What follows belongs to an exercise in optimizing a design on an open flow for small area; a production flow would make more cautious choices.
The RTL was checked by simulation tests, not by an equivalence proof against the original design.

## flow/design.v (module list and top-level ports; edited modules follow where they fit)
// module cube_map_face_select_unit: 1610 lines
// module cmfs_top: 33 lines
module cmfs_top (
	input  logic        clk,
	input  logic        arst_n,
	input  logic        start,
	output logic        busy,
	input  logic [15:0] dir_x,
	input  logic [15:0] dir_y,
	input  logic [15:0] dir_z,
	output logic        done,
	output logic [2:0]  face,
	output logic [12:0] coord_u,
	output logic [12:0] coord_v,
	output logic        zero_vector
);
  // ...
==> flow/run.sh <==
#!/bin/bash
# synth_recipe.tcl (not shown) runs the flow's synth.tcl, then flattens the netlist and writes it again
# the make line also repeats each setting of config.mk as NAME=value (left out here)
make -C /OpenROAD-flow-scripts/flow DESIGN_CONFIG=/design/flow/config.mk WORK_HOME=/design/flow/orfs CLKGATE_MAP_FILE= SYNTH_SCRIPT=/design/flow/synth_recipe.tcl finish
==> flow/config.mk <==
export PLATFORM = sky130hd
export DESIGN_NAME = cmfs_top
export DESIGN_NICKNAME = cmfs_top
export VERILOG_FILES = /design/flow/design.v
export SDC_FILE = /design/flow/constraint.sdc
export NUM_CORES = 4
export LEC_CHECK = 0
export CAP_MARGIN = 5
export CORE_MARGIN = 2
export CORE_UTILIZATION = 55
export SLEW_MARGIN = 5
==> flow/constraint.sdc <==
create_clock -name core_clock -period 4.5 [get_ports {clk}]
set_input_delay 0.9000 -clock core_clock [delete_from_list [all_inputs] [get_ports {clk}]]
set_output_delay 0.9000 -clock core_clock [all_outputs]
set_load 0.01 [all_outputs]
==> out/qor.yml, run 1 <==
floorplanning:
  tapCellCount: 696
  core_area_mm2: 0.05413
route:
  ant_nets: 0
  wirelength_um: 86490
  routed_via_density: 5.618
  met1_length_um: 37950
  wl_per_cell_um: 19.10
timing:
  skew_ns: 0.02354
  final-setup-viol-count: 27
  slew_headroom_pct: 22.98
  drv_slew: 0
  setup_ws_ns: -0.1051
run_status:
  failed_checks: "setup timing"
  status: "finished with violations"
synth:
  seq_area_frac_synth_pct: 25.25
  yosys.area_share.simple_pct: 12.60
  synth_xor_area_share_pct: 15.88
  mappedNetlistArea_mm2: 0.03024
  synthTopCellsByCount: "ha_1 (494), xnor2_1 (430), dfxtp_1 (374)"
placement:
  placedCellCount: 4432
  io_buffers: 81
  dpl.hpwl_um: 70390
layout:
  clock_area_share_pct: 4.110
  dominant-cell-class: "multi-input gates"
  seqCellArea_mm2: 0.007657
  fin_util_pct: 67.09
  nonClkBufAreaFrac_pct: 9.088
global_route:
  antenna_found_initial: 0
worst_setup_path:
  startpoint: "dir_z[1]"
  critPathMaxStageDelay_ns: 0.42
  crit_path_end_kind: "register"
clocking:
  cts.repair.resized: 46
  root_buffer: "clkbuf_16"
  clockBufferDepth: 3
  post_cts.repair.setup_buffers: 9
  clkTransAtPathRegs_ns: 0.06
==> run 2, diff against run 1 <==
==> flow/config.mk (replaced) <==
export PLATFORM = sky130hd
export DESIGN_NAME = cmfs_top
export DESIGN_NICKNAME = cmfs_top
export VERILOG_FILES = /design/flow/design.v
export SDC_FILE = /design/flow/constraint.sdc
export NUM_CORES = 4
export LEC_CHECK = 0
export CAP_MARGIN = 20
export CORE_MARGIN = 2
export CORE_UTILIZATION = 40
export GPL_TIMING_DRIVEN = 0
export SLEW_MARGIN = 20
==> run 2 against run 1 <==
Net effect:
- the layout still fails its checks (setup timing)
- register-to-register slack better by 0.09 ns
- flip-flop and latch count unchanged
- global-route usage down 9.8 points
- die area up 37%
- maximum frequency up 0.60%
- via count down 5.1%
- largest cell class unchanged
- highest routed layer unchanged
- wire length down 7.3%
- final area down 2.0%
==> out/qor.yml, run 2 <==
clocking:
  clk_latency_ns: 0.59  # was 0.58 ns
  hold_buffers: 0  # unchanged
  cts.htree.levels: 2  # unchanged
  cts_tree: "yes"  # unchanged
  cts_buffers: 44  # was 42
  clockBufferDepth: 3  # unchanged
  clkTransAtPathRegs_ns: 0.06  # about the same
  cts_sinks: 380  # unchanged
  root_buffer: "clkbuf_16"  # unchanged
worst_setup_path:
  critical_path.max_fanout: 5  # was 6
  critPathLaunchType: "input port"  # unchanged
  crit_path_end_kind: "register"  # unchanged
  arrival_ns: 5.01  # was 5.06 ns
  r2r_cells: 20  # was 21
  rr_startpoint: "u_unit.ru6r_h[15]"  # was u_unit.rv0r[15]
  worstPathRequired_ns: 4.93  # was 4.95 ns
  startpoint: "dir_z[4]"  # was dir_z[1]
  critPathKind: "input port to register"  # unchanged
synth:
  synth.yosys.warnings: 1  # unchanged
  synthDistinctLibCells: 89  # unchanged
  netlist_top_cells_area: "dfxtp_1 (25%), ha_1 (20%), xnor2_1 (12%)"  # unchanged
  ys_ff_latch: 380  # unchanged
  yosysMostFrequentCell: "ha_1"  # unchanged
  syn_avg_cell_area_um2: 8.791  # unchanged
  seq_area_frac_synth_pct: 25.25  # unchanged
  synth_nets: 3995  # unchanged
  synth_top_area_share_pct: 24.76  # unchanged
  yosys.area.top_type: "dfxtp_1"  # unchanged
  synthTopCellsByCount: "ha_1 (494), xnor2_1 (430), dfxtp_1 (374)"  # unchanged
  netlist_instances: 3440  # unchanged
  mappedNetlistArea_mm2: 0.03024  # unchanged
  synth_edf_count: 0  # unchanged
  synth_ff_type: "dfxtp_1"  # unchanged
  async_reset_ff_share_pct: 1.579  # unchanged
run_status:
  status: "finished with violations"  # unchanged
  failed_checks: "setup timing"  # unchanged
layout:
  fin_util_pct: 47.67  # was 67.09%
  drive_above_1_share_pct: 12.55  # was 15.44%
  synthToLayoutAreaGrowth_pct: 17.74  # was 20.09%
  layout_common_cells: "ha_1 (482), xnor2_1 (419), dfxtp_1 (357)"  # was ha_1 (486), xnor2_1 (412), dfxtp_1 (360)
  antenna_cells: 0  # unchanged
  fill_cells: 7212  # was 4431
  fin_nets: 4187  # was 4357
  final_common_cell: "ha_1"  # unchanged
timing:
  drv_slew: 0  # unchanged
  fmax_ghz: 0.2185  # was 0.2172 GHz
  setup_ws_ns: -0.07759  # was -0.1051 ns
  rsz0062_at_grt: "true"  # unchanged
  period_needed_ns: 4.578  # was 4.605 ns
  slew_headroom_pct: 33.69  # was 22.98%
  finalHoldViolations: 0  # unchanged
  worstMarginPinSlew_ns: 0.9876  # was 1.151 ns
  final-setup-viol-count: 5  # was 27
  hold_ws_ns: 0.3030  # was 0.3168 ns
  finalCritPeriodShare_pct: 101.7  # was 102.3%
  skew_ns: 0.03532  # was 0.02354 ns
  setup_tns_ns: -0.2891  # was -1.338 ns
hold_path:
  hold_depth: 0  # unchanged
  hp-start: "u_unit.qv8r[9]"  # was u_unit.qv8r[4]
  hp-class: "register to register"  # unchanged
route:
  drt_pass1_iterations: 6  # was 7
  vias: 24160  # was 25440
  ant_nets: 0  # unchanged
  wl_per_cell_um: 17.31  # was 19.10 um
  drtIter0Drc: 1426  # was 1501
  wirelength_um: 80220  # was 86490 um
  routed_via_density: 5.212  # was 5.618
  drc: 0  # unchanged
placement:
  place_congestion: 0.9110  # was 0.9525
  io_buffers: 70  # was 81
  dpl.hpwl_um: 64580  # was 70390 um
floorplanning:
  die_h_um: 279.0  # was 238.5 um
  dieArea_mm2: 0.07782  # was 0.05688 mm^2
  rows: 100  # was 85
  die_x_um: 279.0  # was 238.5 um
  ios: 83  # unchanged
  start_util_pct: 40.49  # was 55.87%
  core_area_mm2: 0.07470  # was 0.05413 mm^2
global_route:
  grt_pass1_wl_um: 124600  # was 134100 um
  antenna_found_initial: 1  # was 0
  grt_usage_pct: 19.96  # was 29.79%
  grt_max_degree: 14  # was 29
  grt_overflow: 0  # unchanged
  grt_pass1_vias: 23170  # was 25120
job:
  maxCapViolations: 0  # unchanged
-- run 2: path summary, 6_finish.rpt --
kind | endpoint | slack, ns
hold / removal | u_unit.qv10r[9] | 0.30
setup / recovery | u_unit.ru0r[10] | -0.08
setup reg to reg | u_unit.ru8r_h[15] | 0.21
hold reg to reg | u_unit.qv10r[9] | 0.30
min in group asynchronous | u_unit.vld2r | 0.58
max in group asynchronous | u_unit.vld0r | 3.68
-- run 2: per-layer routing --
layer,global-route usage [%],share of wire [%]
met1,26.91,48
met2,34.20,47
met3,2.033,3.2
met4,4.687,2.0
met5,0,0
-- run 2: repair_timing --
item / CTS / global route
buffers inserted: 46 / 34
pin swaps: 46 / 74
gates cloned: 1 / 2
gates resized for setup: 170 / 208
endpoints found under the setup margin: 137 / 110
-- run 2: per-stage QoR --
| step | instances | worst slack, ns | area [um^2] |
|---|---|---|---|
| CTS | 4601 | -0.002026 | 34560 |
| finish | 4635 | -0.07759 | 35610 |
| global placement | 4479 | -1.840 | 32320 |
| global route | 4635 | -0.1281 | 35610 |
| detailed placement | 4479 | -1.825 | 32330 |
| floorplan | 3440 | -0.1778 | 30410 |
-- run 2: kinds of logic (layout without fill, tap and decap cells) --
family,Yosys count,count (layout),synth area share (%)
muxes,115,115,3.814
and+or+nand+nor,794,794,12.60
DFF,380,380,25.25
buffers and inverters,326,552,4.315
xor gates and xnor gates,542,542,15.88
AOI/OAI and AO/OA,778,778,17.02
other,1,1,0.01240
adders and majority gates,504,504,21.10
-- run 2: cell type report --
class | instances | area [um^2] | share of cell area (%)
flip-flops and latches | 380 | 7674 | 21.55
repair buffers | 153 | 1336 | 3.753
clock buffers | 56 | 1247 | 3.503
plain buffers | 72 | 551.8 | 1.550
well taps | 969 | 1212 | 3.405
clock inverters | 24 | 241.5 | 0.6782
inverters | 247 | 947.2 | 2.660
multi-input cells | 2734 | 22400 | 62.90
-- run 2: critical path, stage by stage --
cell       delay (ns)
clkbuf_16        0.12
nor3_4           0.21
nand2_2          0.08
or3_4            0.36
nor3_4           0.22
nand2_2          0.11
or3_4            0.34
nor3_2           0.12
ha_2             0.24
inv_4            0.06
ha_4             0.26
nand4_1          0.10
buf_6            0.15
nor2_4           0.07
o211ai_1         0.17
a31o_4           0.30
nand4_1          0.10
buf_6            0.13
buf_6            0.09
o211ai_1         0.08
buf_4            0.19
nand2_4          0.10
buf_6            0.14
o21ai_2          0.05
a211o_1          0.30
==> run 3, diff against run 2 <==
--- a/flow/config.mk
+++ b/flow/config.mk
@@ -8,5 +8,4 @@
 export CAP_MARGIN = 20
 export CORE_MARGIN = 2
 export CORE_UTILIZATION = 40
-export GPL_TIMING_DRIVEN = 0
 export SLEW_MARGIN = 20
==> run 3 against run 2 <==
Net effect:
- the run now finishes clean
- critical path type unchanged
- critical endpoint is now u_unit.ru0r[8]
- critical path depth fell by 6
- via count rose by 2.7%
- register-to-register slack lost 0.03 ns
- flip-flop and latch count did not move
- clock-buffer cell count fell by 4
- synthesized area unchanged
- core utilization increased by 1.4 points
==> out/qor.yml, run 3 <==
layout:
  layout_common_cells: "ha_1 (489), xnor2_1 (416), dfxtp_1 (363)"  # was ha_1 (482), xnor2_1 (419), dfxtp_1 (357)
  fin_util_pct: 49.07  # was 47.67%
  synthToLayoutAreaGrowth_pct: 21.20  # was 17.74%
  drive_above_1_share_pct: 15.44  # was 12.55%
  fin_area_mm2: 0.03665  # was 0.03561 mm^2
  fin_nets: 4389  # was 4187
  fill_cells: 7165  # was 7212
  final_common_cell: "ha_1"  # unchanged
global_route:
  grt_overflow: 0  # unchanged
  grtUsageMet3_pct: 2.393  # was 2.033%
  grt_use_met1_pct: 25.55  # was 26.91%
  grt_usage_pct: 20.50  # was 19.96%
  grt_max_degree: 27  # was 14
  busiest_layer: "met2"  # unchanged
  antenna_found_initial: 3  # was 1
  use_met2_pct: 37.22  # was 34.20%
  grt_pass1_wl_um: 128200  # was 124600 um
  grt_pass1_vias: 24230  # was 23170
placement:
  placed_area_mm2: 0.03454  # was 0.03233 mm^2
  io_buffers: 81  # was 70
  dpl.hpwl_um: 66730  # was 64580 um
  place_congestion: 0.9058  # was 0.9110
timing:
  final-setup-viol-count: 0  # was 5
  period_needed_ns: 4.387  # was 4.578 ns
  finalCritPeriodShare_pct: 97.48  # was 101.7%
  fmax_ghz: 0.2280  # was 0.2185 GHz
  finalHoldViolations: 0  # unchanged
  rsz0062_at_grt: "true"  # unchanged
  slew_headroom_pct: 27.57  # was 33.69%
  worstMarginPinSlew_ns: 1.082  # was 0.9876 ns
  drv_slew: 0  # unchanged
  skew_ns: 0.01354  # was 0.03532 ns
route:
  wl_per_cell_um: 16.82  # was 17.31 um
  vias: 24800  # was 24160
  drc: 0  # unchanged
  routed_via_density: 5.128  # was 5.212
  drtIter0Drc: 1327  # was 1426
  wirelength_um: 81330  # was 80220 um
  drt_pass1_iterations: 5  # was 6
  ant_nets: 0  # unchanged
worst_setup_path:
  critical_path.max_fanout: 6  # was 5
  critPathTopFamily: "simple AND/OR/NAND/NOR gates"  # unchanged
  critPathKind: "input port to register"  # unchanged
  critPathMaxStageDelay_ns: 0.44  # was 0.36 ns
  arrival_ns: 4.86  # was 5.01 ns
  worstPathRequired_ns: 4.97  # was 4.93 ns
  crit_path_end_kind: "register"  # unchanged
  crit_slowest_cell: "clkdlybuf4s50_1"  # was or3_4
  crit_chain: "clkdlybuf4s50_1, nor2_1, nand4_1, or3_1, or3_4, nor3_1, ha_2, buf_4, ha_4, nand4_1, nor2_2, and3_1, a31oi_2, nand4_1, a21o_1, nand2_1, buf_6, o21ai_1, a211o_1"
  critPathBufInv: 3  # was 7
  critPathLaunchType: "input port"  # unchanged
  path_common_cell: "nand4_1"  # was buf_6
synth:
  synth_top_family_by_area: "adder cells"  # unchanged
  synth.yosys.warnings: 1  # unchanged
  synth_edf_count: 0  # unchanged
  synth_xor_area_share_pct: 15.88  # unchanged
  synth_compound_area_share_pct: 17.02  # unchanged
  synthDistinctLibCells: 89  # unchanged
  synthTopCellsByCount: "ha_1 (494), xnor2_1 (430), dfxtp_1 (374)"  # unchanged
  yosys.area.top_type: "dfxtp_1"  # unchanged
  yosysMostFrequentCell: "ha_1"  # unchanged
  syn_avg_cell_area_um2: 8.791  # unchanged
  async_reset_ff_share_pct: 1.579  # unchanged
  synth-adder-area-share_pct: 21.10  # unchanged
  synth_ff_type: "dfxtp_1"  # unchanged
  ys_ff_latch: 380  # unchanged
  synth_top_area_share_pct: 24.76  # unchanged
  netlist_instances: 3440  # unchanged
  seq_area_frac_synth_pct: 25.25  # unchanged
  synthMuxAreaShare_pct: 3.814  # unchanged
  yosys.area_share.simple_pct: 12.60  # unchanged
  mappedNetlistArea_mm2: 0.03024  # unchanged
  netlist_top_cells_area: "dfxtp_1 (25%), ha_1 (20%), xnor2_1 (12%)"  # unchanged
  synth_nets: 3995  # unchanged
clocking:
  cts.htree.levels: 2  # unchanged
  clk_latency_ns: 0.58  # was 0.59 ns
  clkTransAtPathRegs_ns: 0.06  # about the same
  cts_buffers: 45  # was 44
  cts_sinks: 380  # unchanged
  root_buffer: "clkbuf_16"  # unchanged
  cts_tree: "yes"  # unchanged
  clockBufferDepth: 3  # unchanged
  hold_buffers: 0  # unchanged
floorplanning:
  ios: 83  # unchanged
  die_x_um: 279.0  # unchanged
  dieArea_mm2: 0.07782  # unchanged
  rows: 100  # unchanged
  die_h_um: 279.0  # unchanged
  start_util_pct: 40.49  # unchanged
  core_area_mm2: 0.07470  # unchanged
run_status:
  status: "no timing/DRC/antenna violations"  # was finished with violations
job:
  maxCapViolations: 0  # unchanged
hold_path:
  hp-class: "register to register"  # unchanged
run 3: logic make-up (layout without fill, tap and decap cells):
family                     Yosys count  in the layout
xor gates and xnor gates           542            542
muxes                              115            115
buffers and inverters              326            752
other                                1              2
AOI/OAI and AO/OA                  778            778
adders and majority gates          504            504
DFF                                380            380
and+or+nand+nor                    794            794
run 3: final cells by class:
cell class              instances  area, um^2  share of cell area [%]
well taps                     969        1212                   3.308
repair buffers                426        3451                   9.415
clock inverters                27       294.0                  0.8022
clock buffers                  52        1182                   3.226
multi-input cells            2734       21930                   59.82
flip-flops and latches        380        7656                   20.89
diodes                          1       2.502                0.006827
inverters                     247       929.6                   2.536
run 3: worst paths after layout:
check	depth (start not counted)	startpoint	slack, ns	endpoint
worst max-delay path	19	dir_x[1]	0.11	u_unit.ru0r[8]
worst min-delay path	0	u_unit.qu8r[8]	0.32	u_unit.qu10r[8]
worst max register to register	22	u_unit.rv0r[15]	0.18	u_unit.rv2r_h[15]
worst min register to register	0	u_unit.qu8r[8]	0.32	u_unit.qu10r[8]
max in group asynchronous	1	arst_n	3.75	u_unit.vld6r
min in group asynchronous	1	arst_n	0.55	u_unit.vld4r
run 3: layer usage:
metal / routed length, um / up-vias
met3: 2431 / 119
li1: - / 12750
met2: 40000 / 341
met1: 36930 / 11590
met5: 0 / -
met4: 1973 / 0
run 3: through the flow:
step / TNS (ns) / worst slack (ns) / hold WS (ns) / std cells
after global routing: -0.3290 / -0.1384 / 0.3276 / 4835
after CTS: 0 / 0.003205 / 0.3219 / 4825
after floorplan: -3.059 / -0.1778 / 0.3096 / 3440
final: 0 / 0.1132 / 0.3201 / 4836
after global placement: -33.61 / -0.7468 / 0.3103 / 4739
after detailed placement: -37.41 / -0.8038 / 0.3121 / 4739
run 3: timing repair:
action / CTS / global route
gates resized for setup: 41 / 119
cloned: 0 / 0
endpoints found under the setup margin: 61 / 80
buffers inserted: 7 / 10
pin swaps: 21 / 55
run 3: worst register-to-register path, stage by stage, from the launching register on:
cell and delay (ns):
dfxtp_1 0.33, buf_12 0.15, xnor2_2 0.18, inv_1 0.08, fa_1 0.45, nor2b_1 0.12
o21ai_0 0.10, a21boi_1 0.19, buf_4 0.14, buf_4 0.09, nor2_1 0.07, ha_1 0.22
or4_1 0.52, a21oi_1 0.18, o41ai_1 0.10, buf_4 0.15, a211o_1 0.31, o31a_1 0.29
inv_1 0.06, mux2i_1 0.06, a22oi_1 0.18, xnor2_1 0.16, buf_4 0.14

==> what the ideal ports hide <==
Ports are ideal in the flow. The routed layouts listed here were re-timed in OpenROAD.
Step 1: set_driving_cell puts a clkbuf_16 on clk and a buf_2 on each other input, an assumption about the parent block.
Step 2 moves the port delays by t, midway between the first and last clock arrival at a register: inputs arrive t later, outputs are due t later. That takes back most of the time a late clock gives input paths.
Three values: ideal, step 1, step 2; two values: the first two.
run | t, ns | slack for setup (ns) | worst hold slack (ns) | worst setup path after step 2 | slew at the worst register clock pin (ns)
run 1 | 0.635 | -0.105 / -0.094 / -0.728 | 0.317 / 0.317 / 0.317 | input to register | 0.07 / 0.07
run 2 | 0.632 | -0.078 / -0.056 / -0.688 | 0.303 / 0.303 / 0.303 | input to register | 0.06 / 0.06
run 3 | 0.643 | 0.113 / 0.150 / -0.493 | 0.320 / 0.320 / 0.320 | input to register | 0.07 / 0.07
With both steps, setup timing fails in run 3, where it was met with ideal ports. For run 1, which loses most, drivers alone change the setup slack by +0.011 ns; drivers and shift together by -0.623 ns.
